What follows belongs to an exercise in optimizing a design on an open flow for small area and a short achievable clock period; a production flow would make more cautious choices. At most, simulation tests tie the RTL to the original design; equivalence was not proved. The RTL of run 1 was laid out without a check of its function. Power is estimated from default activity; no workload was simulated.

## flow/design.v (module list and top-level ports; edited modules follow where they fit)
// module hwpe_stream_fifo: 51 lines
// module hwpe_shift_fifo: 51 lines
// module hwpe_ctrl_decode: 99 lines
// module hwpe_mac_engine: 780 lines
// module hwpe_result_unit: 55 lines
// module cluster_hwpe_tile: 114 lines
module cluster_hwpe_tile #(
  parameter int unsigned OpndDepth = 4,
  parameter int unsigned ResDepth  = 4
) (
  input  logic                               clk_i,
  input  logic                               rst_n_i,
  input  logic                               wb_cyc_i,
  input  logic                               wb_stb_i,
  input  logic                               wb_we_i,
  input  logic [tile_cfg_pkg::WB_ADDR_W-1:0] wb_adr_i,
  input  logic [tile_cfg_pkg::WB_DATA_W-1:0] wb_dat_i,
  output logic [tile_cfg_pkg::WB_DATA_W-1:0] wb_dat_o,
  output logic                               wb_ack_o,
  output logic                               wb_err_o,
  output logic                               evt_o
);
  // ...
==> flow/flow/run.sh <==
#!/bin/bash
# Standard synthesis, then the standard layout with a tighter setup
# target for repair_timing (the clock and constraints are unchanged).
set -euo pipefail
MARGIN=${MARGIN:-6.8}
bash standard.sh synth > synth.log 2>&1
bash standard.sh SETUP_SLACK_MARGIN=$MARGIN "BUFFER_PORTS_ARGS=-buffer_cell sky130_fd_sc_hd__buf_2" finish > layout.log 2>&1
==> flow/standard.sh <==
#!/bin/bash
# synth_recipe.tcl (not shown) runs the flow's synth.tcl, then flattens the netlist and writes it again
# the make line also repeats each setting of config.mk as NAME=value (left out here)
make -C /OpenROAD-flow-scripts/flow DESIGN_CONFIG=/design/flow/config.mk WORK_HOME=/design/flow/orfs CLKGATE_MAP_FILE= SYNTH_SCRIPT=/design/flow/synth_recipe.tcl "${@:-finish}"
==> flow/config.mk <==
export PLATFORM = sky130hd
export DESIGN_NAME = cluster_hwpe_tile
export DESIGN_NICKNAME = cluster_hwpe_tile
export VERILOG_FILES = /design/flow/design.v
export SDC_FILE = /design/flow/constraint.sdc
export NUM_CORES = 4
export LEC_CHECK = 0
export ABC_CLOCK_PERIOD_IN_PS = 3500
export CAP_MARGIN = 20
export CORE_MARGIN = 2
export CORE_UTILIZATION = 40
export SLEW_MARGIN = 20
==> flow/constraint.sdc <==
create_clock -name core_clock -period 10.0 [get_ports {clk_i}]
set_input_delay 2.0000 -clock core_clock [delete_from_list [all_inputs] [get_ports {clk_i}]]
set_output_delay 2.0000 -clock core_clock [all_outputs]
set_load 0.01 [all_outputs]
==> flow_summary.yaml, run 1 <==
clocking:
  postCtsHoldBufs: 0
  cts_resized: 71
run_status:
  status: "finished clean"
yosys:
  ys_types: 66
  synth_area_um2: 27420
  synth_edf_count: 368
  synth_top_family_by_area: "XOR/XNOR gates"
  syn-num-nets: 2518
  ys_seq_area_share_pct: 50.20
  yosysMostFrequentCell: "edfxtp_1"
  avgSynthCellArea_um2: 11.62
  yosys-top-cells-area: "edfxtp_1 (40%), xnor2_1 (11%), dfxtp_1 (7.2%)"
  synth_simple_gate_area_share_pct: 7.282
critical_path:
  critical_path.startpoint_type: "flip-flop"
  critPathSlowestCell: "fa_2"
  ff2ff_path_depth: 9
  cp_common_cell: "fa_1"
timing:
  holdWs_ns: 0.4827
  tightest_slew_ns: 0.8542
  fin_ws_ns: 6.698
route:
  wl_met1_um: 32570
  postRouteWirelength_um: 72930
  vias: 18630
  met2_length_um: 34280
power:
  maxPowerGroup: "combinational logic"
  total_power_mw: 8.002
  p_seq_mw: 2.71
  power.density_nw_per_um2: 249.1
  ir_worst_vdd_uv: 133.4
global_routing:
  gr-usage-met3_pct: 2.782
  grt_util_all_layers_pct: 20.30
  grt-busiest-layer: "met2"
final_layout:
  top_regs: "i_opnd_fifo.mem_q x128, i_res_fifo.mem_q x128"
  clk_share_pct: 5.397
  drive_gt1_share_pct: 23.71
  final_cells: 3417
  finalInstanceArea_um2: 32130
  ff_latch_area_um2: 13790
  multi_input_area_um2: 13620
placed_design:
  post-place-ws_ns: 5.652
  portBuffers: 73
floorplanning:
  io-pin-count: 104
  coreArea_um2: 67510
  row_count: 95
==> run 2: changes to the inputs <==
--- a/flow/design.v
+++ b/flow/design.v
@@ -241,29 +241,29 @@
   input  hwpe_pkg::operand_pair_t opnd_data_i,
   input  hwpe_pkg::operand_pair_t opnd_next_i,
   output logic                    res_valid_o,
   input  logic                    res_ready_i,
   output hwpe_pkg::result_t       res_data_o
 );
   logic        is_add_q;     
   logic        is_mac_q;     
-  logic        acc_zero_q;   
+  logic        acc_en_q;     
+  logic        acc_dis_q;    
   logic        valid_q;
   logic        fire;
-  logic        acc_en;
   logic        is_add_d;
   logic [31:0] s_q;
   logic [31:0] c_q;
   logic [15:0] a;
   logic [15:0] b;
   logic [17:0] bn;           
-  logic [8:0]  one_d, one_q, one_n_q;
-  logic [7:0]  two_d, two_q, two_n_q;
-  logic [7:0]  neg_d, neg_q, neg_n_q;
+  logic [8:0]  one_d, one_q;
+  logic [7:0]  two_d, two_q;
+  logic [7:0]  neg_d, neg_q;
   logic [31:0] x1;
   logic [31:0] x2;
   logic [31:0] tree_s;
   logic [31:0] tree_c;
   logic [16:0] bp0;
   logic [16:0] bp1;
   logic [16:0] bp2;
   logic [16:0] bp3;
@@ -288,46 +288,34 @@
     one_d[8] = bn[16];
     if (is_add_d) begin
       one_d = 9'b1;
       two_d = '0;
       neg_d = '0;
     end
   end
   always_ff @(posedge clk_i) begin
-    one_q   <= one_d;
-    two_q   <= two_d;
-    neg_q   <= neg_d;
-    one_n_q <= ~one_d;
-    two_n_q <= ~two_d;
-    neg_n_q <= ~neg_d;
+    one_q <= one_d;
+    two_q <= two_d;
+    neg_q <= neg_d;
   end
-  assign acc_en = is_mac_q & ~acc_zero_q;
   always_comb begin
-    x1 = s_q & {32{acc_en}};
+    x1 = s_q & {32{acc_en_q}};
     x1[15:0] = x1[15:0] | (b & {16{is_add_q}});
-    x2 = c_q & {32{acc_en}};
+    x2 = c_q & {32{~acc_dis_q}};
   end
-  assign bp0[8:0] = ((a[8:0] & {9{one_q[0]}}) | ({a[7:0], 1'b0} & {9{two_q[0]}})) ^ {9{neg_q[0]}};
-  assign bp0[16:9] = (({1'b0, a[15:9]} & {8{~one_n_q[0]}}) | (a[15:8] & {8{~two_n_q[0]}})) ^ {8{~neg_n_q[0]}};
-  assign bp1[8:0] = ((a[8:0] & {9{one_q[1]}}) | ({a[7:0], 1'b0} & {9{two_q[1]}})) ^ {9{neg_q[1]}};
-  assign bp1[16:9] = (({1'b0, a[15:9]} & {8{~one_n_q[1]}}) | (a[15:8] & {8{~two_n_q[1]}})) ^ {8{~neg_n_q[1]}};
-  assign bp2[8:0] = ((a[8:0] & {9{one_q[2]}}) | ({a[7:0], 1'b0} & {9{two_q[2]}})) ^ {9{neg_q[2]}};
-  assign bp2[16:9] = (({1'b0, a[15:9]} & {8{~one_n_q[2]}}) | (a[15:8] & {8{~two_n_q[2]}})) ^ {8{~neg_n_q[2]}};
-  assign bp3[8:0] = ((a[8:0] & {9{one_q[3]}}) | ({a[7:0], 1'b0} & {9{two_q[3]}})) ^ {9{neg_q[3]}};
-  assign bp3[16:9] = (({1'b0, a[15:9]} & {8{~one_n_q[3]}}) | (a[15:8] & {8{~two_n_q[3]}})) ^ {8{~neg_n_q[3]}};
-  assign bp4[8:0] = ((a[8:0] & {9{one_q[4]}}) | ({a[7:0], 1'b0} & {9{two_q[4]}})) ^ {9{neg_q[4]}};
-  assign bp4[16:9] = (({1'b0, a[15:9]} & {8{~one_n_q[4]}}) | (a[15:8] & {8{~two_n_q[4]}})) ^ {8{~neg_n_q[4]}};
-  assign bp5[8:0] = ((a[8:0] & {9{one_q[5]}}) | ({a[7:0], 1'b0} & {9{two_q[5]}})) ^ {9{neg_q[5]}};
-  assign bp5[16:9] = (({1'b0, a[15:9]} & {8{~one_n_q[5]}}) | (a[15:8] & {8{~two_n_q[5]}})) ^ {8{~neg_n_q[5]}};
-  assign bp6[8:0] = ((a[8:0] & {9{one_q[6]}}) | ({a[7:0], 1'b0} & {9{two_q[6]}})) ^ {9{neg_q[6]}};
-  assign bp6[16:9] = (({1'b0, a[15:9]} & {8{~one_n_q[6]}}) | (a[15:8] & {8{~two_n_q[6]}})) ^ {8{~neg_n_q[6]}};
-  assign bp7[8:0] = ((a[8:0] & {9{one_q[7]}}) | ({a[7:0], 1'b0} & {9{two_q[7]}})) ^ {9{neg_q[7]}};
-  assign bp7[16:9] = (({1'b0, a[15:9]} & {8{~one_n_q[7]}}) | (a[15:8] & {8{~two_n_q[7]}})) ^ {8{~neg_n_q[7]}};
-  assign bp8 = a & {{8{~one_n_q[8]}}, {8{one_q[8]}}};
+  assign bp0 = (({1'b0, a} & {17{one_q[0]}}) | ({a, 1'b0} & {17{two_q[0]}})) ^ {17{neg_q[0]}};
+  assign bp1 = (({1'b0, a} & {17{one_q[1]}}) | ({a, 1'b0} & {17{two_q[1]}})) ^ {17{neg_q[1]}};
+  assign bp2 = (({1'b0, a} & {17{one_q[2]}}) | ({a, 1'b0} & {17{two_q[2]}})) ^ {17{neg_q[2]}};
+  assign bp3 = (({1'b0, a} & {17{one_q[3]}}) | ({a, 1'b0} & {17{two_q[3]}})) ^ {17{neg_q[3]}};
+  assign bp4 = (({1'b0, a} & {17{one_q[4]}}) | ({a, 1'b0} & {17{two_q[4]}})) ^ {17{neg_q[4]}};
+  assign bp5 = (({1'b0, a} & {17{one_q[5]}}) | ({a, 1'b0} & {17{two_q[5]}})) ^ {17{neg_q[5]}};
+  assign bp6 = (({1'b0, a} & {17{one_q[6]}}) | ({a, 1'b0} & {17{two_q[6]}})) ^ {17{neg_q[6]}};
+  assign bp7 = (({1'b0, a} & {17{one_q[7]}}) | ({a, 1'b0} & {17{two_q[7]}})) ^ {17{neg_q[7]}};
+  assign bp8 = a & {16{one_q[8]}};
   logic hs0, hc0;
   assign hs0 = bp0[12] ^ bp1[10];
   assign hc0 = bp0[12] & bp1[10];
   logic hs1, hc1;
   assign hs1 = bp0[13] ^ bp1[11];
   assign hc1 = bp0[13] & bp1[11];
   logic fs0, fc0;
   assign fs0 = bp0[14] ^ bp1[12] ^ bp2[10];
@@ -343,279 +331,279 @@
   assign hc3 = bp3[9] & bp4[7];
   logic fs2, fc2;
   assign fs2 = bp0[16] ^ bp1[14] ^ bp2[12];
   assign fc2 = (bp0[16] ^ bp1[14]) ? bp2[12] : bp0[16];
   logic fs3, fc3;
   assign fs3 = bp3[10] ^ bp4[8] ^ bp5[6];
   assign fc3 = (bp3[10] ^ bp4[8]) ? bp5[6] : bp3[10];
   logic fs4, fc4;
-  assign fs4 = neg_n_q[0] ^ bp1[15] ^ bp2[13];
-  assign fc4 = (neg_n_q[0] ^ bp1[15]) ? bp2[13] : neg_n_q[0];
+  assign fs4 = ~neg_q[0] ^ bp1[15] ^ bp2[13];
+  assign fc4 = (~neg_q[0] ^ bp1[15]) ? bp2[13] : ~neg_q[0];
   logic fs5, fc5;
   assign fs5 = bp3[11] ^ bp4[9] ^ bp5[7];
   assign fc5 = (bp3[11] ^ bp4[9]) ? bp5[7] : bp3[11];
   logic hs4, hc4;
   assign hs4 = bp6[5] ^ bp7[3];
   assign hc4 = bp6[5] & bp7[3];
   logic fs6, fc6;
   assign fs6 = bp1[16] ^ bp2[14] ^ bp3[12];
   assign fc6 = (bp1[16] ^ bp2[14]) ? bp3[12] : bp1[16];
   logic fs7, fc7;
   assign fs7 = bp4[10] ^ bp5[8] ^ bp6[6];
   assign fc7 = (bp4[10] ^ bp5[8]) ? bp6[6] : bp4[10];
   logic hs5, hc5;
   assign hs5 = bp7[4] ^ bp8[2];
   assign hc5 = bp7[4] & bp8[2];
   logic fs8, fc8;
-  assign fs8 = neg_n_q[1] ^ bp2[15] ^ bp3[13];
-  assign fc8 = (neg_n_q[1] ^ bp2[15]) ? bp3[13] : neg_n_q[1];
+  assign fs8 = ~neg_q[1] ^ bp2[15] ^ bp3[13];
+  assign fc8 = (~neg_q[1] ^ bp2[15]) ? bp3[13] : ~neg_q[1];
   logic fs9, fc9;
   assign fs9 = bp4[11] ^ bp5[9] ^ bp6[7];
   assign fc9 = (bp4[11] ^ bp5[9]) ? bp6[7] : bp4[11];
   logic fs10, fc10;
   assign fs10 = bp2[16] ^ bp3[14] ^ bp4[12];
   assign fc10 = (bp2[16] ^ bp3[14]) ? bp4[12] : bp2[16];
   logic hs6, hc6;
   assign hs6 = bp5[10] ^ bp6[8];
   assign hc6 = bp5[10] & bp6[8];
   logic fs11, fc11;
-  assign fs11 = neg_n_q[2] ^ bp3[15] ^ bp4[13];
-  assign fc11 = (neg_n_q[2] ^ bp3[15]) ? bp4[13] : neg_n_q[2];
+  assign fs11 = ~neg_q[2] ^ bp3[15] ^ bp4[13];
+  assign fc11 = (~neg_q[2] ^ bp3[15]) ? bp4[13] : ~neg_q[2];
   logic hs7, hc7;
   assign hs7 = bp3[16] ^ bp4[14];
   assign hc7 = bp3[16] & bp4[14];
   logic hs8, hc8;
   assign hs8 = bp0[6] ^ bp1[4];
   assign hc8 = bp0[6] & bp1[4];
   logic hs9, hc9;
   assign hs9 = bp0[7] ^ bp1[5];
   assign hc9 = bp0[7] & bp1[5];
   logic fs12, fc12;
   assign fs12 = bp0[8] ^ bp1[6] ^ bp2[4];
-  assign fc12 = (bp0[8] ^ bp1[6]) ? bp2[4] : bp0[8];
+  assign fc12 = (bp0[8] & bp1[6]) | (bp0[8] & bp2[4]) | (bp1[6] & bp2[4]);
   logic hs10, hc10;
   assign hs10 = bp3[2] ^ bp4[0];
   assign hc10 = bp3[2] & bp4[0];
   logic fs13, fc13;
   assign fs13 = bp0[9] ^ bp1[7] ^ bp2[5];
-  assign fc13 = (bp0[9] ^ bp1[7]) ? bp2[5] : bp0[9];
+  assign fc13 = (bp0[9] & bp1[7]) | (bp0[9] & bp2[5]) | (bp1[7] & bp2[5]);
   logic hs11, hc11;
   assign hs11 = bp3[3] ^ bp4[1];
   assign hc11 = bp3[3] & bp4[1];
   logic fs14, fc14;
   assign fs14 = bp0[10] ^ bp1[8] ^ bp2[6];
-  assign fc14 = (bp0[10] ^ bp1[8]) ? bp2[6] : bp0[10];
+  assign fc14 = (bp0[10] & bp1[8]) | (bp0[10] & bp2[6]) | (bp1[8] & bp2[6]);
   logic fs15, fc15;
   assign fs15 = bp3[4] ^ bp4[2] ^ bp5[0];
-  assign fc15 = (bp3[4] ^ bp4[2]) ? bp5[0] : bp3[4];
+  assign fc15 = (bp3[4] & bp4[2]) | (bp3[4] & bp5[0]) | (bp4[2] & bp5[0]);
   logic hs12, hc12;
   assign hs12 = neg_q[5] ^ x1[10];
   assign hc12 = neg_q[5] & x1[10];
   logic fs16, fc16;
   assign fs16 = bp0[11] ^ bp1[9] ^ bp2[7];
-  assign fc16 = (bp0[11] ^ bp1[9]) ? bp2[7] : bp0[11];
+  assign fc16 = (bp0[11] & bp1[9]) | (bp0[11] & bp2[7]) | (bp1[9] & bp2[7]);
   logic fs17, fc17;
   assign fs17 = bp3[5] ^ bp4[3] ^ bp5[1];
-  assign fc17 = (bp3[5] ^ bp4[3]) ? bp5[1] : bp3[5];
+  assign fc17 = (bp3[5] & bp4[3]) | (bp3[5] & bp5[1]) | (bp4[3] & bp5[1]);
   logic hs13, hc13;
   assign hs13 = x1[11] ^ x2[11];
   assign hc13 = x1[11] & x2[11];
   logic fs18, fc18;
   assign fs18 = bp2[8] ^ bp3[6] ^ bp4[4];
-  assign fc18 = (bp2[8] ^ bp3[6]) ? bp4[4] : bp2[8];
+  assign fc18 = (bp2[8] & bp3[6]) | (bp2[8] & bp4[4]) | (bp3[6] & bp4[4]);
   logic fs19, fc19;
   assign fs19 = bp5[2] ^ bp6[0] ^ neg_q[6];
-  assign fc19 = (bp5[2] ^ bp6[0]) ? neg_q[6] : bp5[2];
+  assign fc19 = (bp5[2] & bp6[0]) | (bp5[2] & neg_q[6]) | (bp6[0] & neg_q[6]);
   logic fs20, fc20;
   assign fs20 = x1[12] ^ x2[12] ^ hs0;
   assign fc20 = (x1[12] ^ x2[12]) ? hs0 : x1[12];
   logic fs21, fc21;
   assign fs21 = bp2[9] ^ bp3[7] ^ bp4[5];
-  assign fc21 = (bp2[9] ^ bp3[7]) ? bp4[5] : bp2[9];
+  assign fc21 = (bp2[9] & bp3[7]) | (bp2[9] & bp4[5]) | (bp3[7] & bp4[5]);
   logic fs22, fc22;
   assign fs22 = bp5[3] ^ bp6[1] ^ x1[13];
-  assign fc22 = (bp5[3] ^ bp6[1]) ? x1[13] : bp5[3];
+  assign fc22 = (bp5[3] & bp6[1]) | (bp5[3] & x1[13]) | (bp6[1] & x1[13]);
   logic fs23, fc23;
   assign fs23 = x2[13] ^ hc0 ^ hs1;
   assign fc23 = (x2[13] ^ hc0) ? hs1 : x2[13];
   logic fs24, fc24;
   assign fs24 = bp5[4] ^ bp6[2] ^ bp7[0];
-  assign fc24 = (bp5[4] ^ bp6[2]) ? bp7[0] : bp5[4];
+  assign fc24 = (bp5[4] & bp6[2]) | (bp5[4] & bp7[0]) | (bp6[2] & bp7[0]);
   logic fs25, fc25;
   assign fs25 = neg_q[7] ^ x1[14] ^ x2[14];
-  assign fc25 = (neg_q[7] ^ x1[14]) ? x2[14] : neg_q[7];
+  assign fc25 = (neg_q[7] & x1[14]) | (neg_q[7] & x2[14]) | (x1[14] & x2[14]);
   logic fs26, fc26;
   assign fs26 = hc1 ^ fs0 ^ hs2;
   assign fc26 = (hc1 ^ fs0) ? hs2 : hc1;
   logic fs27, fc27;
   assign fs27 = bp5[5] ^ bp6[3] ^ bp7[1];
-  assign fc27 = (bp5[5] ^ bp6[3]) ? bp7[1] : bp5[5];
+  assign fc27 = (bp5[5] & bp6[3]) | (bp5[5] & bp7[1]) | (bp6[3] & bp7[1]);
   logic fs28, fc28;
   assign fs28 = x1[15] ^ x2[15] ^ fc0;
   assign fc28 = (x1[15] ^ x2[15]) ? fc0 : x1[15];
   logic fs29, fc29;
   assign fs29 = hc2 ^ fs1 ^ hs3;
   assign fc29 = (hc2 ^ fs1) ? hs3 : hc2;
   logic fs30, fc30;
   assign fs30 = bp6[4] ^ bp7[2] ^ bp8[0];
-  assign fc30 = (bp6[4] ^ bp7[2]) ? bp8[0] : bp6[4];
+  assign fc30 = (bp6[4] & bp7[2]) | (bp6[4] & bp8[0]) | (bp7[2] & bp8[0]);
   logic fs31, fc31;
   assign fs31 = x1[16] ^ x2[16] ^ fc1;
   assign fc31 = (x1[16] ^ x2[16]) ? fc1 : x1[16];
   logic fs32, fc32;
   assign fs32 = hc3 ^ fs2 ^ fs3;
   assign fc32 = (hc3 ^ fs2) ? fs3 : hc3;
   logic fs33, fc33;
   assign fs33 = bp8[1] ^ x1[17] ^ x2[17];
-  assign fc33 = (bp8[1] ^ x1[17]) ? x2[17] : bp8[1];
+  assign fc33 = (bp8[1] & x1[17]) | (bp8[1] & x2[17]) | (x1[17] & x2[17]);
   logic fs34, fc34;
   assign fs34 = 1'b1 ^ fc2 ^ fc3;
   assign fc34 = (1'b1 ^ fc2) ? fc3 : 1'b1;
   logic fs35, fc35;
   assign fs35 = fs4 ^ fs5 ^ hs4;
   assign fc35 = (fs4 ^ fs5) ? hs4 : fs4;
   logic fs36, fc36;
   assign fs36 = x1[18] ^ x2[18] ^ 1'b1;
-  assign fc36 = (x1[18] ^ x2[18]) ? 1'b1 : x1[18];
+  assign fc36 = (x1[18] & x2[18]) | (x1[18] & 1'b1) | (x2[18] & 1'b1);
   logic fs37, fc37;
   assign fs37 = fc4 ^ fc5 ^ hc4;
   assign fc37 = (fc4 ^ fc5) ? hc4 : fc4;
   logic fs38, fc38;
   assign fs38 = fs6 ^ fs7 ^ hs5;
   assign fc38 = (fs6 ^ fs7) ? hs5 : fs6;
   logic fs39, fc39;
   assign fs39 = bp7[5] ^ bp8[3] ^ x1[19];
-  assign fc39 = (bp7[5] ^ bp8[3]) ? x1[19] : bp7[5];
+  assign fc39 = (bp7[5] & bp8[3]) | (bp7[5] & x1[19]) | (bp8[3] & x1[19]);
   logic fs40, fc40;
   assign fs40 = x2[19] ^ fc6 ^ fc7;
   assign fc40 = (x2[19] ^ fc6) ? fc7 : x2[19];
   logic fs41, fc41;
   assign fs41 = hc5 ^ fs8 ^ fs9;
   assign fc41 = (hc5 ^ fs8) ? fs9 : hc5;
   logic fs42, fc42;
   assign fs42 = bp7[6] ^ bp8[4] ^ x1[20];
-  assign fc42 = (bp7[6] ^ bp8[4]) ? x1[20] : bp7[6];
+  assign fc42 = (bp7[6] & bp8[4]) | (bp7[6] & x1[20]) | (bp8[4] & x1[20]);
   logic fs43, fc43;
   assign fs43 = x2[20] ^ 1'b1 ^ fc8;
   assign fc43 = (x2[20] ^ 1'b1) ? fc8 : x2[20];
   logic fs44, fc44;
   assign fs44 = fc9 ^ fs10 ^ hs6;
   assign fc44 = (fc9 ^ fs10) ? hs6 : fc9;
   logic fs45, fc45;
   assign fs45 = bp5[11] ^ bp6[9] ^ bp7[7];
-  assign fc45 = (bp5[11] ^ bp6[9]) ? bp7[7] : bp5[11];
+  assign fc45 = (bp5[11] & bp6[9]) | (bp5[11] & bp7[7]) | (bp6[9] & bp7[7]);
   logic fs46, fc46;
   assign fs46 = bp8[5] ^ x1[21] ^ x2[21];
-  assign fc46 = (bp8[5] ^ x1[21]) ? x2[21] : bp8[5];
+  assign fc46 = (bp8[5] & x1[21]) | (bp8[5] & x2[21]) | (x1[21] & x2[21]);
   logic fs47, fc47;
   assign fs47 = fc10 ^ hc6 ^ fs11;
   assign fc47 = (fc10 ^ hc6) ? fs11 : fc10;
   logic fs48, fc48;
   assign fs48 = bp5[12] ^ bp6[10] ^ bp7[8];
-  assign fc48 = (bp5[12] ^ bp6[10]) ? bp7[8] : bp5[12];
+  assign fc48 = (bp5[12] & bp6[10]) | (bp5[12] & bp7[8]) | (bp6[10] & bp7[8]);
   logic fs49, fc49;
   assign fs49 = bp8[6] ^ x1[22] ^ x2[22];
-  assign fc49 = (bp8[6] ^ x1[22]) ? x2[22] : bp8[6];
+  assign fc49 = (bp8[6] & x1[22]) | (bp8[6] & x2[22]) | (x1[22] & x2[22]);
   logic fs50, fc50;
   assign fs50 = 1'b1 ^ fc11 ^ hs7;
   assign fc50 = (1'b1 ^ fc11) ? hs7 : 1'b1;
   logic fs51, fc51;
-  assign fs51 = neg_n_q[3] ^ bp4[15] ^ bp5[13];
-  assign fc51 = (neg_n_q[3] ^ bp4[15]) ? bp5[13] : neg_n_q[3];
+  assign fs51 = ~neg_q[3] ^ bp4[15] ^ bp5[13];
+  assign fc51 = (~neg_q[3] & bp4[15]) | (~neg_q[3] & bp5[13]) | (bp4[15] & bp5[13]);
   logic fs52, fc52;
   assign fs52 = bp6[11] ^ bp7[9] ^ bp8[7];
-  assign fc52 = (bp6[11] ^ bp7[9]) ? bp8[7] : bp6[11];
+  assign fc52 = (bp6[11] & bp7[9]) | (bp6[11] & bp8[7]) | (bp7[9] & bp8[7]);
   logic fs53, fc53;
   assign fs53 = x1[23] ^ x2[23] ^ hc7;
   assign fc53 = (x1[23] ^ x2[23]) ? hc7 : x1[23];
   logic fs54, fc54;
   assign fs54 = bp4[16] ^ bp5[14] ^ bp6[12];
-  assign fc54 = (bp4[16] ^ bp5[14]) ? bp6[12] : bp4[16];
+  assign fc54 = (bp4[16] & bp5[14]) | (bp4[16] & bp6[12]) | (bp5[14] & bp6[12]);
   logic fs55, fc55;
   assign fs55 = bp7[10] ^ bp8[8] ^ x1[24];
-  assign fc55 = (bp7[10] ^ bp8[8]) ? x1[24] : bp7[10];
+  assign fc55 = (bp7[10] & bp8[8]) | (bp7[10] & x1[24]) | (bp8[8] & x1[24]);
   logic hs14, hc14;
   assign hs14 = x2[24] ^ 1'b1;
   assign hc14 = x2[24] & 1'b1;
   logic fs56, fc56;
-  assign fs56 = neg_n_q[4] ^ bp5[15] ^ bp6[13];
-  assign fc56 = (neg_n_q[4] ^ bp5[15]) ? bp6[13] : neg_n_q[4];
+  assign fs56 = ~neg_q[4] ^ bp5[15] ^ bp6[13];
+  assign fc56 = (~neg_q[4] & bp5[15]) | (~neg_q[4] & bp6[13]) | (bp5[15] & bp6[13]);
   logic fs57, fc57;
   assign fs57 = bp7[11] ^ bp8[9] ^ x1[25];
-  assign fc57 = (bp7[11] ^ bp8[9]) ? x1[25] : bp7[11];
+  assign fc57 = (bp7[11] & bp8[9]) | (bp7[11] & x1[25]) | (bp8[9] & x1[25]);
   logic fs58, fc58;
   assign fs58 = bp5[16] ^ bp6[14] ^ bp7[12];
-  assign fc58 = (bp5[16] ^ bp6[14]) ? bp7[12] : bp5[16];
+  assign fc58 = (bp5[16] & bp6[14]) | (bp5[16] & bp7[12]) | (bp6[14] & bp7[12]);
   logic hs15, hc15;
   assign hs15 = bp8[10] ^ x1[26];
   assign hc15 = bp8[10] & x1[26];
   logic fs59, fc59;
-  assign fs59 = neg_n_q[5] ^ bp6[15] ^ bp7[13];
-  assign fc59 = (neg_n_q[5] ^ bp6[15]) ? bp7[13] : neg_n_q[5];
+  assign fs59 = ~neg_q[5] ^ bp6[15] ^ bp7[13];
+  assign fc59 = (~neg_q[5] ^ bp6[15]) ? bp7[13] : ~neg_q[5];
   logic hs16, hc16;
   assign hs16 = bp6[16] ^ bp7[14];
   assign hc16 = bp6[16] & bp7[14];
   logic hs17, hc17;
   assign hs17 = bp0[2] ^ bp1[0];
   assign hc17 = bp0[2] & bp1[0];
   logic hs18, hc18;
   assign hs18 = bp0[3] ^ bp1[1];
   assign hc18 = bp0[3] & bp1[1];
   logic fs60, fc60;
   assign fs60 = bp0[4] ^ bp1[2] ^ bp2[0];
-  assign fc60 = (bp0[4] ^ bp1[2]) ? bp2[0] : bp0[4];
+  assign fc60 = (bp0[4] & bp1[2]) | (bp0[4] & bp2[0]) | (bp1[2] & bp2[0]);
   logic hs19, hc19;
   assign hs19 = neg_q[2] ^ x1[4];
   assign hc19 = neg_q[2] & x1[4];
   logic fs61, fc61;
   assign fs61 = bp0[5] ^ bp1[3] ^ bp2[1];
-  assign fc61 = (bp0[5] ^ bp1[3]) ? bp2[1] : bp0[5];
+  assign fc61 = (bp0[5] & bp1[3]) | (bp0[5] & bp2[1]) | (bp1[3] & bp2[1]);
   logic hs20, hc20;
   assign hs20 = x1[5] ^ x2[5];
   assign hc20 = x1[5] & x2[5];
   logic fs62, fc62;
   assign fs62 = bp2[2] ^ bp3[0] ^ neg_q[3];
-  assign fc62 = (bp2[2] ^ bp3[0]) ? neg_q[3] : bp2[2];
+  assign fc62 = (bp2[2] & bp3[0]) | (bp2[2] & neg_q[3]) | (bp3[0] & neg_q[3]);
   logic fs63, fc63;
   assign fs63 = x1[6] ^ x2[6] ^ hs8;
-  assign fc63 = (x1[6] ^ x2[6]) ? hs8 : x1[6];
+  assign fc63 = (x1[6] & x2[6]) | (x1[6] & hs8) | (x2[6] & hs8);
   logic fs64, fc64;
   assign fs64 = bp2[3] ^ bp3[1] ^ x1[7];
-  assign fc64 = (bp2[3] ^ bp3[1]) ? x1[7] : bp2[3];
+  assign fc64 = (bp2[3] & bp3[1]) | (bp2[3] & x1[7]) | (bp3[1] & x1[7]);
   logic fs65, fc65;
   assign fs65 = x2[7] ^ hc8 ^ hs9;
-  assign fc65 = (x2[7] ^ hc8) ? hs9 : x2[7];
+  assign fc65 = (x2[7] & hc8) | (x2[7] & hs9) | (hc8 & hs9);
   logic fs66, fc66;
   assign fs66 = neg_q[4] ^ x1[8] ^ x2[8];
-  assign fc66 = (neg_q[4] ^ x1[8]) ? x2[8] : neg_q[4];
+  assign fc66 = (neg_q[4] & x1[8]) | (neg_q[4] & x2[8]) | (x1[8] & x2[8]);
   logic fs67, fc67;
   assign fs67 = hc9 ^ fs12 ^ hs10;
   assign fc67 = (hc9 ^ fs12) ? hs10 : hc9;
   logic fs68, fc68;
   assign fs68 = x1[9] ^ x2[9] ^ fc12;
-  assign fc68 = (x1[9] ^ x2[9]) ? fc12 : x1[9];
+  assign fc68 = (x1[9] & x2[9]) | (x1[9] & fc12) | (x2[9] & fc12);
   logic fs69, fc69;
   assign fs69 = hc10 ^ fs13 ^ hs11;
   assign fc69 = (hc10 ^ fs13) ? hs11 : hc10;
   logic fs70, fc70;
   assign fs70 = x2[10] ^ fc13 ^ hc11;
-  assign fc70 = (x2[10] ^ fc13) ? hc11 : x2[10];
+  assign fc70 = (x2[10] & fc13) | (x2[10] & hc11) | (fc13 & hc11);
   logic fs71, fc71;
   assign fs71 = fs14 ^ fs15 ^ hs12;
   assign fc71 = (fs14 ^ fs15) ? hs12 : fs14;
   logic fs72, fc72;
   assign fs72 = fc14 ^ fc15 ^ hc12;
-  assign fc72 = (fc14 ^ fc15) ? hc12 : fc14;
+  assign fc72 = (fc14 & fc15) | (fc14 & hc12) | (fc15 & hc12);
   logic fs73, fc73;
   assign fs73 = fs16 ^ fs17 ^ hs13;
   assign fc73 = (fs16 ^ fs17) ? hs13 : fs16;
   logic fs74, fc74;
   assign fs74 = fc16 ^ fc17 ^ hc13;
-  assign fc74 = (fc16 ^ fc17) ? hc13 : fc16;
+  assign fc74 = (fc16 & fc17) | (fc16 & hc13) | (fc17 & hc13);
   logic fs75, fc75;
   assign fs75 = fs18 ^ fs19 ^ fs20;
   assign fc75 = (fs18 ^ fs19) ? fs20 : fs18;
   logic fs76, fc76;
   assign fs76 = fc18 ^ fc19 ^ fc20;
   assign fc76 = (fc18 ^ fc19) ? fc20 : fc18;
   logic fs77, fc77;
   assign fs77 = fs21 ^ fs22 ^ fs23;
@@ -683,80 +671,80 @@
   logic fs98, fc98;
   assign fs98 = fc51 ^ fc52 ^ fc53;
   assign fc98 = (fc51 ^ fc52) ? fc53 : fc51;
   logic fs99, fc99;
   assign fs99 = fs54 ^ fs55 ^ hs14;
   assign fc99 = (fs54 ^ fs55) ? hs14 : fs54;
   logic fs100, fc100;
   assign fs100 = x2[25] ^ fc54 ^ fc55;
-  assign fc100 = (x2[25] ^ fc54) ? fc55 : x2[25];
+  assign fc100 = (x2[25] & fc54) | (x2[25] & fc55) | (fc54 & fc55);
   logic fs101, fc101;
   assign fs101 = hc14 ^ fs56 ^ fs57;
   assign fc101 = (hc14 ^ fs56) ? fs57 : hc14;
   logic fs102, fc102;
   assign fs102 = x2[26] ^ 1'b1 ^ fc56;
-  assign fc102 = (x2[26] ^ 1'b1) ? fc56 : x2[26];
+  assign fc102 = (x2[26] & 1'b1) | (x2[26] & fc56) | (1'b1 & fc56);
   logic fs103, fc103;
   assign fs103 = fc57 ^ fs58 ^ hs15;
   assign fc103 = (fc57 ^ fs58) ? hs15 : fc57;
   logic fs104, fc104;
   assign fs104 = bp8[11] ^ x1[27] ^ x2[27];
-  assign fc104 = (bp8[11] ^ x1[27]) ? x2[27] : bp8[11];
+  assign fc104 = (bp8[11] & x1[27]) | (bp8[11] & x2[27]) | (x1[27] & x2[27]);
   logic fs105, fc105;
   assign fs105 = fc58 ^ hc15 ^ fs59;
-  assign fc105 = (fc58 ^ hc15) ? fs59 : fc58;
+  assign fc105 = (fc58 & hc15) | (fc58 & fs59) | (hc15 & fs59);
   logic fs106, fc106;
   assign fs106 = bp8[12] ^ x1[28] ^ x2[28];
-  assign fc106 = (bp8[12] ^ x1[28]) ? x2[28] : bp8[12];
+  assign fc106 = (bp8[12] & x1[28]) | (bp8[12] & x2[28]) | (x1[28] & x2[28]);
   logic fs107, fc107;
   assign fs107 = 1'b1 ^ fc59 ^ hs16;
-  assign fc107 = (1'b1 ^ fc59) ? hs16 : 1'b1;
+  assign fc107 = (1'b1 & fc59) | (1'b1 & hs16) | (fc59 & hs16);
   logic fs108, fc108;
-  assign fs108 = neg_n_q[6] ^ bp7[15] ^ bp8[13];
-  assign fc108 = (neg_n_q[6] ^ bp7[15]) ? bp8[13] : neg_n_q[6];
+  assign fs108 = ~neg_q[6] ^ bp7[15] ^ bp8[13];
+  assign fc108 = (~neg_q[6] & bp7[15]) | (~neg_q[6] & bp8[13]) | (bp7[15] & bp8[13]);
   logic fs109, fc109;
   assign fs109 = x1[29] ^ x2[29] ^ hc16;
-  assign fc109 = (x1[29] ^ x2[29]) ? hc16 : x1[29];
+  assign fc109 = (x1[29] & x2[29]) | (x1[29] & hc16) | (x2[29] & hc16);
   logic fs110, fc110;
   assign fs110 = bp7[16] ^ bp8[14] ^ x1[30];
-  assign fc110 = (bp7[16] ^ bp8[14]) ? x1[30] : bp7[16];
+  assign fc110 = (bp7[16] & bp8[14]) | (bp7[16] & x1[30]) | (bp8[14] & x1[30]);
   logic hs21, hc21;
   assign hs21 = x2[30] ^ 1'b1;
   assign hc21 = x2[30] & 1'b1;
   logic fs111, fc111;
-  assign fs111 = neg_n_q[7] ^ bp8[15] ^ x1[31];
-  assign fc111 = (neg_n_q[7] ^ bp8[15]) ? x1[31] : neg_n_q[7];
+  assign fs111 = ~neg_q[7] ^ bp8[15] ^ x1[31];
+  assign fc111 = (~neg_q[7] & bp8[15]) | (~neg_q[7] & x1[31]) | (bp8[15] & x1[31]);
   logic hs22, hc22;
   assign hs22 = bp0[0] ^ neg_q[0];
   assign hc22 = bp0[0] & neg_q[0];
   logic hs23, hc23;
   assign hs23 = bp0[1] ^ x1[1];
   assign hc23 = bp0[1] & x1[1];
   logic fs112, fc112;
   assign fs112 = neg_q[1] ^ x1[2] ^ x2[2];
-  assign fc112 = (neg_q[1] ^ x1[2]) ? x2[2] : neg_q[1];
+  assign fc112 = (neg_q[1] & x1[2]) | (neg_q[1] & x2[2]) | (x1[2] & x2[2]);
   logic fs113, fc113;
   assign fs113 = x1[3] ^ x2[3] ^ hc17;
-  assign fc113 = (x1[3] ^ x2[3]) ? hc17 : x1[3];
+  assign fc113 = (x1[3] & x2[3]) | (x1[3] & hc17) | (x2[3] & hc17);
   logic fs114, fc114;
   assign fs114 = x2[4] ^ hc18 ^ fs60;
-  assign fc114 = (x2[4] ^ hc18) ? fs60 : x2[4];
+  assign fc114 = (x2[4] & hc18) | (x2[4] & fs60) | (hc18 & fs60);
   logic fs115, fc115;
   assign fs115 = fc60 ^ hc19 ^ fs61;
-  assign fc115 = (fc60 ^ hc19) ? fs61 : fc60;
+  assign fc115 = (fc60 & hc19) | (fc60 & fs61) | (hc19 & fs61);
   logic fs116, fc116;
   assign fs116 = fc61 ^ hc20 ^ fs62;
-  assign fc116 = (fc61 ^ hc20) ? fs62 : fc61;
+  assign fc116 = (fc61 & hc20) | (fc61 & fs62) | (hc20 & fs62);
   logic fs117, fc117;
   assign fs117 = fc62 ^ fc63 ^ fs64;
-  assign fc117 = (fc62 ^ fc63) ? fs64 : fc62;
+  assign fc117 = (fc62 & fc63) | (fc62 & fs64) | (fc63 & fs64);
   logic fs118, fc118;
   assign fs118 = fc64 ^ fc65 ^ fs66;
-  assign fc118 = (fc64 ^ fc65) ? fs66 : fc64;
+  assign fc118 = (fc64 & fc65) | (fc64 & fs66) | (fc65 & fs66);
   logic fs119, fc119;
   assign fs119 = fc66 ^ fc67 ^ fs68;
   assign fc119 = (fc66 ^ fc67) ? fs68 : fc66;
   logic fs120, fc120;
   assign fs120 = fc68 ^ fc69 ^ fs70;
   assign fc120 = (fc68 ^ fc69) ? fs70 : fc68;
   logic fs121, fc121;
   assign fs121 = fc70 ^ fc71 ^ fs72;
@@ -815,38 +803,38 @@
   logic fs139, fc139;
   assign fs139 = fc106 ^ fc107 ^ fs108;
   assign fc139 = (fc106 ^ fc107) ? fs108 : fc106;
   logic fs140, fc140;
   assign fs140 = fc108 ^ fc109 ^ fs110;
   assign fc140 = (fc108 ^ fc109) ? fs110 : fc108;
   logic fs141, fc141;
   assign fs141 = x2[31] ^ fc110 ^ hc21;
-  assign fc141 = (x2[31] ^ fc110) ? hc21 : x2[31];
+  assign fc141 = (x2[31] & fc110) | (x2[31] & hc21) | (fc110 & hc21);
   logic hs24, hc24;
   assign hs24 = x1[0] ^ x2[0];
   assign hc24 = x1[0] & x2[0];
   logic fs142, fc142;
   assign fs142 = x2[1] ^ hc22 ^ hs23;
-  assign fc142 = (x2[1] ^ hc22) ? hs23 : x2[1];
+  assign fc142 = (x2[1] & hc22) | (x2[1] & hs23) | (hc22 & hs23);
   logic fs143, fc143;
   assign fs143 = hs17 ^ hc23 ^ fs112;
-  assign fc143 = (hs17 ^ hc23) ? fs112 : hs17;
+  assign fc143 = (hs17 & hc23) | (hs17 & fs112) | (hc23 & fs112);
   logic fs144, fc144;
   assign fs144 = hs18 ^ fc112 ^ fs113;
-  assign fc144 = (hs18 ^ fc112) ? fs113 : hs18;
+  assign fc144 = (hs18 & fc112) | (hs18 & fs113) | (fc112 & fs113);
   logic fs145, fc145;
   assign fs145 = hs19 ^ fc113 ^ fs114;
-  assign fc145 = (hs19 ^ fc113) ? fs114 : hs19;
+  assign fc145 = (hs19 & fc113) | (hs19 & fs114) | (fc113 & fs114);
   logic fs146, fc146;
   assign fs146 = hs20 ^ fc114 ^ fs115;
-  assign fc146 = (hs20 ^ fc114) ? fs115 : hs20;
+  assign fc146 = (hs20 & fc114) | (hs20 & fs115) | (fc114 & fs115);
   logic fs147, fc147;
   assign fs147 = fs63 ^ fc115 ^ fs116;
-  assign fc147 = (fs63 ^ fc115) ? fs116 : fs63;
+  assign fc147 = (fs63 & fc115) | (fs63 & fs116) | (fc115 & fs116);
   logic fs148, fc148;
   assign fs148 = fs65 ^ fc116 ^ fs117;
   assign fc148 = (fs65 ^ fc116) ? fs117 : fs65;
   logic fs149, fc149;
   assign fs149 = fs67 ^ fc117 ^ fs118;
   assign fc149 = (fs67 ^ fc117) ? fs118 : fs67;
   logic fs150, fc150;
   assign fs150 = fs69 ^ fc118 ^ fs119;
@@ -908,20 +896,20 @@
   logic fs169, fc169;
   assign fs169 = fs107 ^ fc137 ^ fs138;
   assign fc169 = (fs107 ^ fc137) ? fs138 : fs107;
   logic fs170, fc170;
   assign fs170 = fs109 ^ fc138 ^ fs139;
   assign fc170 = (fs109 ^ fc138) ? fs139 : fs109;
   logic fs171, fc171;
   assign fs171 = hs21 ^ fc139 ^ fs140;
-  assign fc171 = (hs21 ^ fc139) ? fs140 : hs21;
+  assign fc171 = (hs21 & fc139) | (hs21 & fs140) | (fc139 & fs140);
   logic fs172, fc172;
   assign fs172 = fs111 ^ fc140 ^ fs141;
-  assign fc172 = (fs111 ^ fc140) ? fs141 : fs111;
+  assign fc172 = (fs111 & fc140) | (fs111 & fs141) | (fc140 & fs141);
   assign tree_s[0] = hs22;
   assign tree_c[0] = hs24;
   assign tree_s[1] = hc24;
   assign tree_c[1] = fs142;
   assign tree_s[2] = fc142;
   assign tree_c[2] = fs143;
   assign tree_s[3] = fc143;
   assign tree_c[3] = fs144;
@@ -980,41 +968,318 @@
   assign tree_s[30] = fc170;
   assign tree_c[30] = fs171;
   assign tree_s[31] = fc171;
   assign tree_c[31] = fs172;
   always_ff @(posedge clk_i or negedge rst_n_i) begin
     if (!rst_n_i) begin
       is_add_q   <= 1'b1;
       is_mac_q   <= 1'b0;
-      acc_zero_q <= 1'b1;
+      acc_en_q   <= 1'b0;
+      acc_dis_q  <= 1'b1;
       valid_q    <= 1'b0;
     end else begin
       is_add_q <= is_add_d;
       if (start_i) begin
-        is_mac_q   <= (opcode_i == hwpe_pkg::OP_MAC);
-        acc_zero_q <= 1'b1;
+        is_mac_q  <= (opcode_i == hwpe_pkg::OP_MAC);
+        acc_en_q  <= 1'b0;
+        acc_dis_q <= 1'b1;
       end else if (fire) begin
-        acc_zero_q <= 1'b0;
+        acc_en_q  <= is_mac_q;
+        acc_dis_q <= ~is_mac_q;
       end
       if (fire) begin
         valid_q <= 1'b1;
       end else if (res_ready_i) begin
         valid_q <= 1'b0;
       end
     end
   end
   always_ff @(posedge clk_i) begin
     if (fire) begin
       s_q <= tree_s;
       c_q <= tree_c;
     end
   end
   assign res_valid_o = valid_q;
-  assign res_data_o  = s_q + c_q;
+  logic [31:0] cg0, cp0;
+  assign cg0 = s_q & c_q;
+  assign cp0 = s_q ^ c_q;
+  logic cg1_1, cp1_1;
+  assign cg1_1 = cg0[1] | (cp0[1] & cg0[0]);
+  assign cp1_1 = cp0[1] & cp0[0];
+  logic cg1_3, cp1_3;
+  assign cg1_3 = cg0[3] | (cp0[3] & cg0[2]);
+  assign cp1_3 = cp0[3] & cp0[2];
+  logic cg1_5, cp1_5;
+  assign cg1_5 = cg0[5] | (cp0[5] & cg0[4]);
+  assign cp1_5 = cp0[5] & cp0[4];
+  logic cg1_7, cp1_7;
+  assign cg1_7 = cg0[7] | (cp0[7] & cg0[6]);
+  assign cp1_7 = cp0[7] & cp0[6];
+  logic cg1_9, cp1_9;
+  assign cg1_9 = cg0[9] | (cp0[9] & cg0[8]);
+  assign cp1_9 = cp0[9] & cp0[8];
+  logic cg1_11, cp1_11;
+  assign cg1_11 = cg0[11] | (cp0[11] & cg0[10]);
+  assign cp1_11 = cp0[11] & cp0[10];
+  logic cg1_13, cp1_13;
+  assign cg1_13 = cg0[13] | (cp0[13] & cg0[12]);
+  assign cp1_13 = cp0[13] & cp0[12];
+  logic cg1_15, cp1_15;
+  assign cg1_15 = cg0[15] | (cp0[15] & cg0[14]);
+  assign cp1_15 = cp0[15] & cp0[14];
+  logic cg1_17, cp1_17;
+  assign cg1_17 = cg0[17] | (cp0[17] & cg0[16]);
+  assign cp1_17 = cp0[17] & cp0[16];
+  logic cg1_19, cp1_19;
+  assign cg1_19 = cg0[19] | (cp0[19] & cg0[18]);
+  assign cp1_19 = cp0[19] & cp0[18];
+  logic cg1_21, cp1_21;
+  assign cg1_21 = cg0[21] | (cp0[21] & cg0[20]);
+  assign cp1_21 = cp0[21] & cp0[20];
+  logic cg1_23, cp1_23;
+  assign cg1_23 = cg0[23] | (cp0[23] & cg0[22]);
+  assign cp1_23 = cp0[23] & cp0[22];
+  logic cg1_25, cp1_25;
+  assign cg1_25 = cg0[25] | (cp0[25] & cg0[24]);
+  assign cp1_25 = cp0[25] & cp0[24];
+  logic cg1_27, cp1_27;
+  assign cg1_27 = cg0[27] | (cp0[27] & cg0[26]);
+  assign cp1_27 = cp0[27] & cp0[26];
+  logic cg1_29, cp1_29;
+  assign cg1_29 = cg0[29] | (cp0[29] & cg0[28]);
+  assign cp1_29 = cp0[29] & cp0[28];
+  logic cg1_31, cp1_31;
+  assign cg1_31 = cg0[31] | (cp0[31] & cg0[30]);
+  assign cp1_31 = cp0[31] & cp0[30];
+  logic cg2_2, cp2_2;
+  assign cg2_2 = cg0[2] | (cp0[2] & cg1_1);
+  assign cp2_2 = cp0[2] & cp1_1;
+  logic cg2_3, cp2_3;
+  assign cg2_3 = cg1_3 | (cp1_3 & cg1_1);
+  assign cp2_3 = cp1_3 & cp1_1;
+  logic cg2_6, cp2_6;
+  assign cg2_6 = cg0[6] | (cp0[6] & cg1_5);
+  assign cp2_6 = cp0[6] & cp1_5;
+  logic cg2_7, cp2_7;
+  assign cg2_7 = cg1_7 | (cp1_7 & cg1_5);
+  assign cp2_7 = cp1_7 & cp1_5;
+  logic cg2_10, cp2_10;
+  assign cg2_10 = cg0[10] | (cp0[10] & cg1_9);
+  assign cp2_10 = cp0[10] & cp1_9;
+  logic cg2_11, cp2_11;
+  assign cg2_11 = cg1_11 | (cp1_11 & cg1_9);
+  assign cp2_11 = cp1_11 & cp1_9;
+  logic cg2_14, cp2_14;
+  assign cg2_14 = cg0[14] | (cp0[14] & cg1_13);
+  assign cp2_14 = cp0[14] & cp1_13;
+  logic cg2_15, cp2_15;
+  assign cg2_15 = cg1_15 | (cp1_15 & cg1_13);
+  assign cp2_15 = cp1_15 & cp1_13;
+  logic cg2_18, cp2_18;
+  assign cg2_18 = cg0[18] | (cp0[18] & cg1_17);
+  assign cp2_18 = cp0[18] & cp1_17;
+  logic cg2_19, cp2_19;
+  assign cg2_19 = cg1_19 | (cp1_19 & cg1_17);
+  assign cp2_19 = cp1_19 & cp1_17;
+  logic cg2_22, cp2_22;
+  assign cg2_22 = cg0[22] | (cp0[22] & cg1_21);
+  assign cp2_22 = cp0[22] & cp1_21;
+  logic cg2_23, cp2_23;
+  assign cg2_23 = cg1_23 | (cp1_23 & cg1_21);
+  assign cp2_23 = cp1_23 & cp1_21;
+  logic cg2_26, cp2_26;
+  assign cg2_26 = cg0[26] | (cp0[26] & cg1_25);
+  assign cp2_26 = cp0[26] & cp1_25;
+  logic cg2_27, cp2_27;
+  assign cg2_27 = cg1_27 | (cp1_27 & cg1_25);
+  assign cp2_27 = cp1_27 & cp1_25;
+  logic cg2_30, cp2_30;
+  assign cg2_30 = cg0[30] | (cp0[30] & cg1_29);
+  assign cp2_30 = cp0[30] & cp1_29;
+  logic cg2_31, cp2_31;
+  assign cg2_31 = cg1_31 | (cp1_31 & cg1_29);
+  assign cp2_31 = cp1_31 & cp1_29;
+  logic cg3_4, cp3_4;
+  assign cg3_4 = cg0[4] | (cp0[4] & cg2_3);
+  assign cp3_4 = cp0[4] & cp2_3;
+  logic cg3_5, cp3_5;
+  assign cg3_5 = cg1_5 | (cp1_5 & cg2_3);
+  assign cp3_5 = cp1_5 & cp2_3;
+  logic cg3_6, cp3_6;
+  assign cg3_6 = cg2_6 | (cp2_6 & cg2_3);
+  assign cp3_6 = cp2_6 & cp2_3;
+  logic cg3_7, cp3_7;
+  assign cg3_7 = cg2_7 | (cp2_7 & cg2_3);
+  assign cp3_7 = cp2_7 & cp2_3;
+  logic cg3_12, cp3_12;
+  assign cg3_12 = cg0[12] | (cp0[12] & cg2_11);
+  assign cp3_12 = cp0[12] & cp2_11;
+  logic cg3_13, cp3_13;
+  assign cg3_13 = cg1_13 | (cp1_13 & cg2_11);
+  assign cp3_13 = cp1_13 & cp2_11;
+  logic cg3_14, cp3_14;
+  assign cg3_14 = cg2_14 | (cp2_14 & cg2_11);
+  assign cp3_14 = cp2_14 & cp2_11;
+  logic cg3_15, cp3_15;
+  assign cg3_15 = cg2_15 | (cp2_15 & cg2_11);
+  assign cp3_15 = cp2_15 & cp2_11;
+  logic cg3_20, cp3_20;
+  assign cg3_20 = cg0[20] | (cp0[20] & cg2_19);
+  assign cp3_20 = cp0[20] & cp2_19;
+  logic cg3_21, cp3_21;
+  assign cg3_21 = cg1_21 | (cp1_21 & cg2_19);
+  assign cp3_21 = cp1_21 & cp2_19;
+  logic cg3_22, cp3_22;
+  assign cg3_22 = cg2_22 | (cp2_22 & cg2_19);
+  assign cp3_22 = cp2_22 & cp2_19;
+  logic cg3_23, cp3_23;
+  assign cg3_23 = cg2_23 | (cp2_23 & cg2_19);
+  assign cp3_23 = cp2_23 & cp2_19;
+  logic cg3_28, cp3_28;
+  assign cg3_28 = cg0[28] | (cp0[28] & cg2_27);
+  assign cp3_28 = cp0[28] & cp2_27;
+  logic cg3_29, cp3_29;
+  assign cg3_29 = cg1_29 | (cp1_29 & cg2_27);
+  assign cp3_29 = cp1_29 & cp2_27;
+  logic cg3_30, cp3_30;
+  assign cg3_30 = cg2_30 | (cp2_30 & cg2_27);
+  assign cp3_30 = cp2_30 & cp2_27;
+  logic cg3_31, cp3_31;
+  assign cg3_31 = cg2_31 | (cp2_31 & cg2_27);
+  assign cp3_31 = cp2_31 & cp2_27;
+  logic cg4_8, cp4_8;
+  assign cg4_8 = cg0[8] | (cp0[8] & cg3_7);
+  assign cp4_8 = cp0[8] & cp3_7;
+  logic cg4_9, cp4_9;
+  assign cg4_9 = cg1_9 | (cp1_9 & cg3_7);
+  assign cp4_9 = cp1_9 & cp3_7;
+  logic cg4_10, cp4_10;
+  assign cg4_10 = cg2_10 | (cp2_10 & cg3_7);
+  assign cp4_10 = cp2_10 & cp3_7;
+  logic cg4_11, cp4_11;
+  assign cg4_11 = cg2_11 | (cp2_11 & cg3_7);
+  assign cp4_11 = cp2_11 & cp3_7;
+  logic cg4_12, cp4_12;
+  assign cg4_12 = cg3_12 | (cp3_12 & cg3_7);
+  assign cp4_12 = cp3_12 & cp3_7;
+  logic cg4_13, cp4_13;
+  assign cg4_13 = cg3_13 | (cp3_13 & cg3_7);
+  assign cp4_13 = cp3_13 & cp3_7;
+  logic cg4_14, cp4_14;
+  assign cg4_14 = cg3_14 | (cp3_14 & cg3_7);
+  assign cp4_14 = cp3_14 & cp3_7;
+  logic cg4_15, cp4_15;
+  assign cg4_15 = cg3_15 | (cp3_15 & cg3_7);
+  assign cp4_15 = cp3_15 & cp3_7;
+  logic cg4_24, cp4_24;
+  assign cg4_24 = cg0[24] | (cp0[24] & cg3_23);
+  assign cp4_24 = cp0[24] & cp3_23;
+  logic cg4_25, cp4_25;
+  assign cg4_25 = cg1_25 | (cp1_25 & cg3_23);
+  assign cp4_25 = cp1_25 & cp3_23;
+  logic cg4_26, cp4_26;
+  assign cg4_26 = cg2_26 | (cp2_26 & cg3_23);
+  assign cp4_26 = cp2_26 & cp3_23;
+  logic cg4_27, cp4_27;
+  assign cg4_27 = cg2_27 | (cp2_27 & cg3_23);
+  assign cp4_27 = cp2_27 & cp3_23;
+  logic cg4_28, cp4_28;
+  assign cg4_28 = cg3_28 | (cp3_28 & cg3_23);
+  assign cp4_28 = cp3_28 & cp3_23;
+  logic cg4_29, cp4_29;
+  assign cg4_29 = cg3_29 | (cp3_29 & cg3_23);
+  assign cp4_29 = cp3_29 & cp3_23;
+  logic cg4_30, cp4_30;
+  assign cg4_30 = cg3_30 | (cp3_30 & cg3_23);
+  assign cp4_30 = cp3_30 & cp3_23;
+  logic cg4_31, cp4_31;
+  assign cg4_31 = cg3_31 | (cp3_31 & cg3_23);
+  assign cp4_31 = cp3_31 & cp3_23;
+  logic cg5_16, cp5_16;
+  assign cg5_16 = cg0[16] | (cp0[16] & cg4_15);
+  assign cp5_16 = cp0[16] & cp4_15;
+  logic cg5_17, cp5_17;
+  assign cg5_17 = cg1_17 | (cp1_17 & cg4_15);
+  assign cp5_17 = cp1_17 & cp4_15;
+  logic cg5_18, cp5_18;
+  assign cg5_18 = cg2_18 | (cp2_18 & cg4_15);
+  assign cp5_18 = cp2_18 & cp4_15;
+  logic cg5_19, cp5_19;
+  assign cg5_19 = cg2_19 | (cp2_19 & cg4_15);
+  assign cp5_19 = cp2_19 & cp4_15;
+  logic cg5_20, cp5_20;
+  assign cg5_20 = cg3_20 | (cp3_20 & cg4_15);
+  assign cp5_20 = cp3_20 & cp4_15;
+  logic cg5_21, cp5_21;
+  assign cg5_21 = cg3_21 | (cp3_21 & cg4_15);
+  assign cp5_21 = cp3_21 & cp4_15;
+  logic cg5_22, cp5_22;
+  assign cg5_22 = cg3_22 | (cp3_22 & cg4_15);
+  assign cp5_22 = cp3_22 & cp4_15;
+  logic cg5_23, cp5_23;
+  assign cg5_23 = cg3_23 | (cp3_23 & cg4_15);
+  assign cp5_23 = cp3_23 & cp4_15;
+  logic cg5_24, cp5_24;
+  assign cg5_24 = cg4_24 | (cp4_24 & cg4_15);
+  assign cp5_24 = cp4_24 & cp4_15;
+  logic cg5_25, cp5_25;
+  assign cg5_25 = cg4_25 | (cp4_25 & cg4_15);
+  assign cp5_25 = cp4_25 & cp4_15;
+  logic cg5_26, cp5_26;
+  assign cg5_26 = cg4_26 | (cp4_26 & cg4_15);
+  assign cp5_26 = cp4_26 & cp4_15;
+  logic cg5_27, cp5_27;
+  assign cg5_27 = cg4_27 | (cp4_27 & cg4_15);
+  assign cp5_27 = cp4_27 & cp4_15;
+  logic cg5_28, cp5_28;
+  assign cg5_28 = cg4_28 | (cp4_28 & cg4_15);
+  assign cp5_28 = cp4_28 & cp4_15;
+  logic cg5_29, cp5_29;
+  assign cg5_29 = cg4_29 | (cp4_29 & cg4_15);
+  assign cp5_29 = cp4_29 & cp4_15;
+  logic cg5_30, cp5_30;
+  assign cg5_30 = cg4_30 | (cp4_30 & cg4_15);
+  assign cp5_30 = cp4_30 & cp4_15;
+  logic cg5_31, cp5_31;
+  assign cg5_31 = cg4_31 | (cp4_31 & cg4_15);
+  assign cp5_31 = cp4_31 & cp4_15;
+  assign res_data_o[0] = cp0[0];
+  assign res_data_o[1] = cp0[1] ^ cg0[0];
+  assign res_data_o[2] = cp0[2] ^ cg1_1;
+  assign res_data_o[3] = cp0[3] ^ cg2_2;
+  assign res_data_o[4] = cp0[4] ^ cg2_3;
+  assign res_data_o[5] = cp0[5] ^ cg3_4;
+  assign res_data_o[6] = cp0[6] ^ cg3_5;
+  assign res_data_o[7] = cp0[7] ^ cg3_6;
+  assign res_data_o[8] = cp0[8] ^ cg3_7;
+  assign res_data_o[9] = cp0[9] ^ cg4_8;
+  assign res_data_o[10] = cp0[10] ^ cg4_9;
+  assign res_data_o[11] = cp0[11] ^ cg4_10;
+  assign res_data_o[12] = cp0[12] ^ cg4_11;
+  assign res_data_o[13] = cp0[13] ^ cg4_12;
+  assign res_data_o[14] = cp0[14] ^ cg4_13;
+  assign res_data_o[15] = cp0[15] ^ cg4_14;
+  assign res_data_o[16] = cp0[16] ^ cg4_15;
+  assign res_data_o[17] = cp0[17] ^ cg5_16;
+  assign res_data_o[18] = cp0[18] ^ cg5_17;
+  assign res_data_o[19] = cp0[19] ^ cg5_18;
+  assign res_data_o[20] = cp0[20] ^ cg5_19;
+  assign res_data_o[21] = cp0[21] ^ cg5_20;
+  assign res_data_o[22] = cp0[22] ^ cg5_21;
+  assign res_data_o[23] = cp0[23] ^ cg5_22;
+  assign res_data_o[24] = cp0[24] ^ cg5_23;
+  assign res_data_o[25] = cp0[25] ^ cg5_24;
+  assign res_data_o[26] = cp0[26] ^ cg5_25;
+  assign res_data_o[27] = cp0[27] ^ cg5_26;
+  assign res_data_o[28] = cp0[28] ^ cg5_27;
+  assign res_data_o[29] = cp0[29] ^ cg5_28;
+  assign res_data_o[30] = cp0[30] ^ cg5_29;
+  assign res_data_o[31] = cp0[31] ^ cg5_30;
 endmodule
 module hwpe_result_unit (
   input  logic                                clk_i,
   input  logic                                rst_n_i,
   input  logic                                start_i,
   input  logic [tile_cfg_pkg::CTRL_LEN_W-1:0] job_len_i,
   input  logic                                res_valid_i,
   output logic                                res_ready_o,
--- a/flow/config.mk
+++ b/flow/config.mk
@@ -4,9 +4,11 @@
 export VERILOG_FILES = /design/flow/design.v
 export SDC_FILE = /design/flow/constraint.sdc
 export NUM_CORES = 4
 export LEC_CHECK = 0
 export ABC_CLOCK_PERIOD_IN_PS = 3500
 export CAP_MARGIN = 20
 export CORE_MARGIN = 2
 export CORE_UTILIZATION = 40
+export CTS_CLUSTER_DIAMETER = 120
+export CTS_CLUSTER_SIZE = 24
 export SLEW_MARGIN = 20
==> run 2 against run 1 <==
  * First-iteration DRC count down 13%
  * Clock-buffer cell count decreased by 36
  * Clock power decreased by 42%
  * Largest cell class unchanged
==> flow_summary.yaml, run 2 <==
route:
  drt_iter0_markers: 1340
  wl_per_cell_um: 22.27
  drt-vias-per-instance: 5.446
  postRouteAntennaNets: 0
  dr.pass1.iters: 5
  vias: 16700
  drc_errors: 0
  postRouteWirelength_um: 68270
critical_path:
  endpoint: "i_engine.c_q[17]"
  crit_start: "i_opnd_fifo.mem_q[0][14]"
  r2r-start: "i_opnd_fifo.mem_q[0][14]"
  r2r-end: "i_engine.c_q[17]"
  cp_max_fo: 4
  ff2ff_path_depth: 10
  crit_type: "flip-flop to flip-flop"
  cp-end-kind: "flip-flop"
  arrival_ns: 3.76
  cp.required_ns: 10.34
  critical_path.startpoint_type: "flip-flop"
  reg2reg_slack_ns: 6.58
yosys:
  syn-num-nets: 2333
  synth_top_area_cell: "edfxtp_1"
  ys_seq_area_share_pct: 50.49
  yosysMostFrequentCell: "edfxtp_1"
  ys_types: 65
  synth_top_area_share_pct: 41.98
  yosys-top-cells-area: "edfxtp_1 (42%), xnor2_1 (10%), dfxtp_1 (5.6%)"
  yosysWarnings: 7
  synth.ff_latch_count: 472
  synth_edf_count: 368
  synth_area_um2: 26320
  avgSynthCellArea_um2: 12.45
  synthTopCellsByCount: "edfxtp_1 (368), xnor2_1 (303), nand2_1 (173), a22oi_1 (152), inv_1 (101)"
  async_flop_share_pct: 6.568
  ys.flop_type: "edfxtp_1"
  synth_cells: 2115
clocking:
  cts_buffer_depth: 3
  clkTransAtPathRegs_ns: 0.09
  cts_tree: "done"
  clkLatencyLatePin_ns: 0.61
  postCtsHoldBufs: 0
  cts_root_buffer: "clkbuf_16"
  clock-sinks: 472
  cts_htree_levels: 1
  cts-buffers-inserted: 24
final_layout:
  final_common_cell: "edfxtp_1"
  nets: 2401
  top_regs: "i_opnd_fifo.mem_q x128, i_res_fifo.mem_q x128"
  areaGrowthSynthToFinish_pct: 11.99
  final_cells: 3066
  fill_cells: 5872
  finalInstanceArea_um2: 29480
  drive_gt1_share_pct: 20.63
  final_cell_mix: "edfxtp_1 (368), xnor2_1 (274), nand2_1 (170)"
global_routing:
  grt_pass1_wl_um: 102900
  antenna_found_initial: 1
  overflow: 0
  grt_pass1_vias: 16740
  grt_util_all_layers_pct: 20.03
  grt_max_degree: 67
floorplanning:
  initial_core_util_pct: 40.18
  row_count: 94
  dieArea_um2: 67880
  fp.dieH_um: 260.5
  coreArea_um2: 65510
  io-pin-count: 104
  die_x_um: 260.5
timing:
  setup_violations: 0
  tightest_slew_ns: 1.025
  period_minus_slack_ns: 3.420
  holdWs_ns: 0.5032
  finClkSkew_ns: 0.02919
  hold_violations: 0
  slew_headroom_pct: 31.65
  rsz0062_at_grt: "yes"
  fin_crit_sh_pct: 34.20
  slew_violations: 0
  tns_ns: 0
  max_freq_ghz: 0.2924
run:
  drv_cap: 0
placed_design:
  dpl-instance-area_um2: 27640
  gp_congestion: 0.8541
  hpwl_um: 45190
  dp.cells: 2967
  portBuffers: 73
hold_path:
  hp-class: "flip-flop to flip-flop"
power:
  ir_worst_vdd_uv: 128.5
  power.leakage_nw: 10.79
  power.density_nw_per_um2: 242.3
run_status:
  status: "finished clean"
run 2: cell types whose count changed after synthesis, sizes merged, moves of 14 or more:
| cell | previous run | this run |
|---|---|---|
| fa | 10 | 70 |
| a22oi | 102 | 159 |
| o22ai | 55 | 1 |
| xor2 | 114 | 60 |
| nor2 | 134 | 82 |
| nand2 | 218 | 173 |
| xnor2 | 349 | 309 |
| o21ai | 109 | 73 |
| a21oi | 69 | 36 |
| dfxtp | 98 | 73 |
| maj3 | 88 | 65 |
| clkbuf | 53 | 72 |
| nand3 | 21 | 7 |
run 2: per-layer routing:
layer  share of wire (%)  track usage, %
met1                  44           27.53
met2                  48           33.41
met3                 6.1           3.050
met4                 2.2           4.651
met5                   0               0
run 2: critical path, cell delays in order, from the launching register on:
cell and delay, ns:
edfxtp_1 0.43, buf_12 0.16, buf_8 0.12, a22oi_2 0.21, xnor2_2 0.14, fa_1 0.48, maj3_2 0.34, fa_1 0.45
fa_2 0.58, xor2_1 0.19, xnor2_1 0.08
run 2: layout make-up:
cell class / instances / area, um2 / area share [%]
Timing Repair Buffer: 171 / 1281 / 4.346
Antenna cell: 1 / 2.502 / 0.008488
Inverter: 103 / 406.6 / 1.379
Tap cell: 864 / 1081 / 3.667
Clock inverter: 4 / 53.80 / 0.1825
Sequential cell: 472 / 13320 / 45.17
Clock buffer: 40 / 660.6 / 2.241
Timing Repair inverter: 1 / 7.507 / 0.02546
Multi-Input combinational cell: 1410 / 12670 / 42.98
run 2: cells by family (layout without fill, tap and decap cells):
family                     after synthesis  after routing  share of synthesized area (%)
and+or+nand+nor                        374            374                          6.412
adders and majority gates              214            214                          11.62
muxes                                  122            122                          6.474
other                                    0              1                              0
xor gates and xnor gates               373            373                          12.85
buffers and inverters                  233            319                          3.579
DFF                                    472            472                          50.49
AOI/OAI and AO/OA                      327            327                          8.579
run 2: stage by stage:
step	utilization (%)	total power, mW	worst slack [ns]
after floorplan	-	5.156	6.518
after global placement	42.19	5.659	5.661
after detailed placement	42.19	5.760	5.631
after CTS	44.44	7.027	6.563
after global routing	45.00	7.583	6.440
final	45.00	7.143	6.580
run 2: where the power goes:
part,internal [mW],switching (mW)
combinational,1.70,1.77
sequential,2.47,0.0926
clock,0.467,0.644
total,4.63,2.51
run 2: how the worst min path moves through the flow:
stage / start / end / slack (ns) / cells after the start
final: i_decode.ctrl_q[31] / i_decode.wb_dat_o[31] / 0.50 / 2
after CTS: i_opnd_fifo.mem_q[1][16] / i_opnd_fifo.mem_q[0][16] / 0.50 / 2
after floorplan: i_opnd_fifo.mem_q[1][16] / i_opnd_fifo.mem_q[0][16] / 0.44 / 2
after global placement: i_opnd_fifo.mem_q[1][16] / i_opnd_fifo.mem_q[0][16] / 0.47 / 2
after global routing: i_decode.ctrl_q[3] / i_decode.wb_dat_o[3] / 0.53 / 2
after detailed placement: i_opnd_fifo.mem_q[1][16] / i_opnd_fifo.mem_q[0][16] / 0.47 / 2
run 2: timing repair:
item / 4_1_cts / 5_1_grt
gates cloned: 1 / 0
pin swaps: 42 / 38
buffers inserted: 46 / 7
resized for setup: 80 / 63
endpoints found under the setup margin: 163 / 104

re-timing with driven ports:
In the flow no input, the clock included, has a driving cell. The finished layouts below were timed again as built, in two steps. Step 1: set_driving_cell puts a clkbuf_16 on clk_i and a buf_2 on each other input, an assumption about the parent block. Step 2 also shifts input and output timing later by t, the mid clock arrival at the registers, as if the neighbouring blocks saw the same clock. a / b / c = ideal / step 1 / step 2; a / b = the first two.
run | t (ns) | setup WS [ns] | hold WS [ns]
run 1 | 0.667 | 6.698 / 6.698 / 6.264 | 0.483 / 0.483 / 0.483
run 2 | 0.657 | 6.580 / 6.580 / 6.286 | 0.503 / 0.503 / 0.503
After both steps setup and hold are still met in every run listed. For run 1, which loses most, drivers alone change the setup slack by 0.000 ns; drivers and shift together by -0.434 ns.
